This design comes from an exercise in tuning for small area and a short achievable clock period on the open sky130 flow, not from production work. RTL that was checked went through simulation tests only; none was proved equivalent to the original. Power figures rest on the tool's default switching activity, not on a simulated workload.

==> module output_alloc, before the edit <==
module output_alloc (
    input  logic [dsb_pkg::NUM_PORTS*dsb_pkg::FLIT_W-1:0] mm_flit_i,
    input  logic [dsb_pkg::NUM_PORTS*5-1:0]               mm_tv_i,
    input  logic [dsb_pkg::NUM_PORTS*5-1:0]               mm_new_i,
    input  logic [dsb_pkg::NUM_PORTS-1:0]                 mm_keep_i,
    output logic [dsb_pkg::NUM_PORTS-1:0]                 mm_take_o,
    input  logic                                          clk,
    input  logic                                          rst,
    input  logic [dsb_pkg::NUM_PORTS-1:0]                 ack_i,
    output logic [dsb_pkg::NUM_PORTS-1:0]                 req_o,
    output logic [dsb_pkg::NUM_PORTS*dsb_pkg::FLIT_W-1:0] data_o
);
    localparam int N = dsb_pkg::NUM_PORTS;
    localparam int W = dsb_pkg::FLIT_W;
    logic [N-1:0][N-1:0] gnt_q;
    logic [N-1:0]        adv_q;
    logic [N-1:0]        req_q;
    logic [N-1:0]        ini_q;
    logic [N-1:0][N-1:0] gnt_s;
    always_comb begin
        mm_take_o = '0;
        for (int k = 0; k < N; k++) begin
            mm_take_o = mm_take_o | ({N{ack_i[k] & req_q[k]}} & gnt_q[k]);
        end
    end
    for (genvar k = 0; k < N; k++) begin : g_out
        logic [N-1:0] ptr_a;
        logic [N-1:0] req_a;
        logic [N-1:0] gnt_a;
        assign ptr_a = ini_q[k]              ? N'(1) :
                       (req_q[k] || adv_q[k]) ? {gnt_q[k][N-2:0], gnt_q[k][N-1]} : gnt_q[k];
        for (genvar j = 0; j < N; j++) begin : g_req
            logic taken;
            assign taken    = req_q[k] && gnt_q[k][j];
            assign req_a[j] = (mm_tv_i[j*5 + k] && (!taken || mm_keep_i[j])) || mm_new_i[j*5 + k];
        end
        always_comb begin
            for (int p = 0; p < N; p++) begin
                logic hit;
                hit = 1'b0;
                for (int s = 0; s < N; s++) begin
                    logic clear;
                    clear = ptr_a[s];
                    for (int q = 0; q < N; q++) begin
                        if (((q - s + N) % N) < ((p - s + N) % N)) begin
                            clear = clear & ~req_a[q];
                        end
                    end
                    hit = hit | clear;
                end
                gnt_a[p] = req_a[p] & hit;
            end
        end
        always_ff @(posedge clk or posedge rst) begin
            if (rst) begin
                gnt_q[k] <= '0;
            end else if (!(req_q[k] && !ack_i[k]) && |req_a) begin
                gnt_q[k] <= gnt_a;
            end
        end
        always_ff @(posedge clk) begin
            gnt_s[k] <= (req_q[k] && !ack_i[k]) ? gnt_q[k] : gnt_a;
        end
        always_ff @(posedge clk or posedge rst) begin
            if (rst) begin
                adv_q[k] <= 1'b0;
                req_q[k] <= 1'b0;
                ini_q[k] <= 1'b1;
            end else if (!(req_q[k] && !ack_i[k])) begin
                adv_q[k] <= req_q[k] || adv_q[k];
                req_q[k] <= |req_a;
                if (|req_a) begin
                    ini_q[k] <= 1'b0;
                end
            end
        end
        assign req_o[k] = req_q[k];
        always_comb begin
            data_o[k*W +: W] = '0;
            for (int j = 0; j < N; j++) begin
                data_o[k*W +: W] = data_o[k*W +: W] | ({W{gnt_s[k][j]}} & mm_flit_i[j*W +: W]);
            end
        end
    end
endmodule
==> flow/config.mk <==
export PLATFORM = sky130hd
export DESIGN_NAME = dsb_router
export DESIGN_NICKNAME = dsb_router
export VERILOG_FILES = /design/flow/design.v
export SDC_FILE = /design/flow/constraint.sdc
export NUM_CORES = 4
export LEC_CHECK = 0
export ABC_AREA = 1
export CAP_MARGIN = 20
export CELL_PAD_IN_SITES_DETAIL_PLACEMENT = 1
export CELL_PAD_IN_SITES_GLOBAL_PLACEMENT = 1
export CORE_MARGIN = 2
export CORE_UTILIZATION = 45
export CTS_CLUSTER_DIAMETER = 100
export CTS_CLUSTER_SIZE = 25
export PLACE_DENSITY = 0.6
export SETUP_SLACK_MARGIN = 4.5
export SLEW_MARGIN = 20
==> flow/constraint.sdc <==
create_clock -name core_clock -period 8.0 [get_ports {clk}]
set_input_delay 1.6000 -clock core_clock [delete_from_list [all_inputs] [get_ports {clk}]]
set_output_delay 1.6000 -clock core_clock [all_outputs]
set_load 0.01 [all_outputs]
standard.sh (not shown) runs the stock make flow with config.mk's settings and CLKGATE_MAP_FILE= SYNTH_SCRIPT=/design/flow/synth_recipe.tcl, a recipe that flattens the netlist after the stock synthesis.
==> flow/flow/run.sh <==
#!/bin/bash
# Standard ORFS layout, with plain buffers (buf_2) on the ports instead of the default delay cells.
set -euo pipefail
bash standard.sh finish BUFFER_PORTS_ARGS="-buffer_cell sky130_fd_sc_hd__buf_2" > flow_make.log 2>&1
Then changed:
--- a/flow/design.v
+++ b/flow/design.v
@@ -292,9 +292,8 @@
     logic [N-1:0][N-1:0] gnt_q;
     logic [N-1:0]        adv_q;
     logic [N-1:0]        req_q;
     logic [N-1:0]        ini_q;
-    logic [N-1:0][N-1:0] gnt_s;
     always_comb begin
         mm_take_o = '0;
         for (int k = 0; k < N; k++) begin
             mm_take_o = mm_take_o | ({N{ack_i[k] & req_q[k]}} & gnt_q[k]);
@@ -334,11 +333,8 @@
             end else if (!(req_q[k] && !ack_i[k]) && |req_a) begin
                 gnt_q[k] <= gnt_a;
             end
         end
-        always_ff @(posedge clk) begin
-            gnt_s[k] <= (req_q[k] && !ack_i[k]) ? gnt_q[k] : gnt_a;
-        end
         always_ff @(posedge clk or posedge rst) begin
             if (rst) begin
                 adv_q[k] <= 1'b0;
                 req_q[k] <= 1'b0;
@@ -354,9 +350,9 @@
         assign req_o[k] = req_q[k];
         always_comb begin
             data_o[k*W +: W] = '0;
             for (int j = 0; j < N; j++) begin
-                data_o[k*W +: W] = data_o[k*W +: W] | ({W{gnt_s[k][j]}} & mm_flit_i[j*W +: W]);
+                data_o[k*W +: W] = data_o[k*W +: W] | ({W{gnt_q[k][j]}} & mm_flit_i[j*W +: W]);
             end
         end
     end
 endmodule
- The new run completed without violations
- total power rose by 17%
- synthesized area fell by 1.7%
- sequential power fell by about 0.8%
- non-clock buffer count rose by 61
- fmax fell by 3.4%
- wire length rose by 3.3%
- design area rose by 1.1%
- flip-flop and latch count fell by 25
- die area fell by 1.7%
- register-to-register slack barely changes
- via count rose by 0.74%

---

Setup of the reference run:
dsb_router again, from the RTL that the note above started with.
==> flow/config.mk <==
export PLATFORM = sky130hd
export DESIGN_NAME = dsb_router
export DESIGN_NICKNAME = dsb_router
export VERILOG_FILES = /design/flow/design.v
export SDC_FILE = /design/flow/constraint.sdc
export NUM_CORES = 4
export LEC_CHECK = 0
export ABC_AREA = 1
export CAP_MARGIN = 20
export CELL_PAD_IN_SITES_DETAIL_PLACEMENT = 1
export CELL_PAD_IN_SITES_GLOBAL_PLACEMENT = 1
export CORE_MARGIN = 2
export CORE_UTILIZATION = 45
export CTS_CLUSTER_DIAMETER = 100
export CTS_CLUSTER_SIZE = 25
export PLACE_DENSITY = 0.6
export SETUP_SLACK_MARGIN = 4.6
export SLEW_MARGIN = 20
==> flow/constraint.sdc <==
create_clock -name core_clock -period 8.0 [get_ports {clk}]
set_input_delay 1.6000 -clock core_clock [delete_from_list [all_inputs] [get_ports {clk}]]
set_output_delay 1.6000 -clock core_clock [all_outputs]
set_load 0.01 [all_outputs]
Scripts as last shown in full above: flow/flow/run.sh
The reference run was carried through to the last stage, and its layout satisfied the timing, design-rule and antenna checks.
For the trial run, these inputs were changed with respect to the reference run:
--- a/flow/design.v
+++ b/flow/design.v
@@ -294,5 +294,4 @@
     logic [N-1:0]        req_q;
     logic [N-1:0]        ini_q;
-    logic [N-1:0][N-1:0] gnt_s;
     always_comb begin
         mm_take_o = '0;
@@ -336,7 +335,4 @@
             end
         end
-        always_ff @(posedge clk) begin
-            gnt_s[k] <= (req_q[k] && !ack_i[k]) ? gnt_q[k] : gnt_a;
-        end
         always_ff @(posedge clk or posedge rst) begin
             if (rst) begin
@@ -356,5 +352,5 @@
             data_o[k*W +: W] = '0;
             for (int j = 0; j < N; j++) begin
-                data_o[k*W +: W] = data_o[k*W +: W] | ({W{gnt_s[k][j]}} & mm_flit_i[j*W +: W]);
+                data_o[k*W +: W] = data_o[k*W +: W] | ({W{gnt_q[k][j]}} & mm_flit_i[j*W +: W]);
             end
         end
==> comparison <==
- Going from the reference run to the trial run, the share of the clock period used by the worst path was found to have gone up by 1.3 points.
- Changes observed in the trial run relative to the reference run: post-synthesis register bit count lower, via count grew by about 1%, utilization grew by 1.1 points, sequential cell count moved down.
- The trial run has less setup slack than the reference run.
- On largest stage delay on the critical path, the higher figure sits with the reference run, not the trial run.
- Relative to the reference run, time the worst path needs with I/O delays and setup has gone up in the trial run.
- Looking at placed wire-length estimate after detailed placement, the trial run sits 1.6% lower than the reference run does.

---

Another version of the RTL of dsb_router (not shown whole).
Size: ~840 flip-flops, about 45000 sq um of cells after synthesis.
==> module output_alloc, before the edit <==
module output_alloc (
    input  logic [dsb_pkg::NUM_PORTS*dsb_pkg::FLIT_W-1:0] mm_flit_i,
    input  logic [dsb_pkg::NUM_PORTS*5-1:0]               mm_tv_i,
    input  logic [dsb_pkg::NUM_PORTS*5-1:0]               mm_new_i,
    input  logic [dsb_pkg::NUM_PORTS-1:0]                 mm_keep_i,
    output logic [dsb_pkg::NUM_PORTS-1:0]                 mm_take_o,
    input  logic                                          clk,
    input  logic                                          rst,
    input  logic [dsb_pkg::NUM_PORTS-1:0]                 ack_i,
    output logic [dsb_pkg::NUM_PORTS-1:0]                 req_o,
    output logic [dsb_pkg::NUM_PORTS*dsb_pkg::FLIT_W-1:0] data_o
);
    localparam int N = dsb_pkg::NUM_PORTS;
    localparam int W = dsb_pkg::FLIT_W;
    logic [N-1:0][N-1:0] gnt_q;
    logic [N-1:0]        adv_q;
    logic [N-1:0]        req_q;
    logic [N-1:0]        ini_q;
    always_comb begin
        mm_take_o = '0;
        for (int k = 0; k < N; k++) begin
            mm_take_o = mm_take_o | ({N{ack_i[k] & req_q[k]}} & gnt_q[k]);
        end
    end
    for (genvar k = 0; k < N; k++) begin : g_out
        logic [N-1:0] ptr_a;
        logic [N-1:0] req_a;
        logic [N-1:0] gnt_a;
        assign ptr_a = ini_q[k]              ? N'(1) :
                       (req_q[k] || adv_q[k]) ? {gnt_q[k][N-2:0], gnt_q[k][N-1]} : gnt_q[k];
        for (genvar j = 0; j < N; j++) begin : g_req
            logic taken;
            assign taken    = req_q[k] && gnt_q[k][j];
            assign req_a[j] = (mm_tv_i[j*5 + k] && (!taken || mm_keep_i[j])) || mm_new_i[j*5 + k];
        end
        always_comb begin
            for (int p = 0; p < N; p++) begin
                logic hit;
                hit = 1'b0;
                for (int s = 0; s < N; s++) begin
                    logic clear;
                    clear = ptr_a[s];
                    for (int q = 0; q < N; q++) begin
                        if (((q - s + N) % N) < ((p - s + N) % N)) begin
                            clear = clear & ~req_a[q];
                        end
                    end
                    hit = hit | clear;
                end
                gnt_a[p] = req_a[p] & hit;
            end
        end
        always_ff @(posedge clk or posedge rst) begin
            if (rst) begin
                gnt_q[k] <= '0;
            end else if (!(req_q[k] && !ack_i[k]) && |req_a) begin
                gnt_q[k] <= gnt_a;
            end
        end
        always_ff @(posedge clk or posedge rst) begin
            if (rst) begin
                adv_q[k] <= 1'b0;
                req_q[k] <= 1'b0;
                ini_q[k] <= 1'b1;
            end else if (!(req_q[k] && !ack_i[k])) begin
                adv_q[k] <= req_q[k] || adv_q[k];
                req_q[k] <= |req_a;
                if (|req_a) begin
                    ini_q[k] <= 1'b0;
                end
            end
        end
        assign req_o[k] = req_q[k];
        always_comb begin
            data_o[k*W +: W] = '0;
            for (int j = 0; j < N; j++) begin
                data_o[k*W +: W] = data_o[k*W +: W] | ({W{gnt_q[k][j]}} & mm_flit_i[j*W +: W]);
            end
        end
    end
endmodule
export LEC_CHECK = 0
export ABC_AREA = 1
export CAP_MARGIN = 20
export CELL_PAD_IN_SITES_DETAIL_PLACEMENT = 1
export CELL_PAD_IN_SITES_GLOBAL_PLACEMENT = 1
export CORE_MARGIN = 2
export CORE_UTILIZATION = 45
export CTS_CLUSTER_DIAMETER = 100
export CTS_CLUSTER_SIZE = 25
export PLACE_DENSITY = 0.6
export SETUP_SLACK_MARGIN = 4.5
export SLEW_MARGIN = 20
create_clock -name core_clock -period 8.0 [get_ports {clk}]
Scripts as last shown in full above: flow/flow/run.sh
Change:
--- a/flow/design.v
+++ b/flow/design.v
@@ -338,10 +338,8 @@
                 gnt_a[p] = req_a[p] & hit;
             end
         end
-        always_ff @(posedge clk or posedge rst) begin
-            if (rst) begin
-                gnt_q[k] <= '0;
-            end else if (!(req_q[k] && !ack_i[k]) && |req_a) begin
+        always_ff @(posedge clk) begin
+            if (!(req_q[k] && !ack_i[k]) && |req_a) begin
                 gnt_q[k] <= gnt_a;
             end
         end
The new run completed without violations.
Hold slack stays flat.
Sequential power goes down by 4.2%.
Combinational power goes down by 55%.
Synthesized area stays flat.
Power goes down by about 20%.
Non-clock buffer count goes up by 14.
Via count goes down by about 1.6%.
Sequential share of layout area goes up by 0.12 points.
Cell area hardly moves.
Wire length goes down by 1.9%.
Clock power goes up by about 3%.
No run of this note included a check of the RTL's function; only the layout flow was run.

==> port drivers added, routing unchanged <==
No port has a modelled driver above. Below, the same layouts with a new extraction and two added sets of constraints.
Step 1: set_driving_cell puts a clkbuf_16 on clk and a buf_2 on each other input, an assumption about the parent block.
Step 2 adds t to the input delays and takes it off the output delays; t is the mean of the earliest and latest rising clock arrival at the registers after step 1. Input paths then give back, and output paths get back, about the clock's delay inside the block.
Three values: no drivers, after step 1, after step 2; two values: the first two.
run | t, ns | setup slack, ns | worst setup path after step 2 | worst slew at a driven data input, ns | cell pins on the clock port's net
the first run of note 1 | 0.742 | 4.513 / 4.454 / 3.937 | input to register | 0.09 | 1
the second run of note 1 | 0.735 | 4.389 / 4.314 / 3.935 | input to register | 0.08 | 1
the reference run | 0.745 | 4.483 / 4.407 / 3.987 | input to register | 0.10 | 1
the trial run | 0.732 | 4.380 / 4.306 / 4.033 | input to register | 0.08 | 1
the first run of note 3 | 0.734 | 4.401 / 4.324 / 3.962 | input to register | 0.10 | 1
the second run of note 3 | 0.731 | 4.354 / 4.280 / 3.840 | input to register | 0.11 | 1
After both steps setup and hold are still met in every run listed. The setup slack of the first run of note 1, which loses most, moves by -0.059 ns with the drivers and by -0.576 ns with both steps.
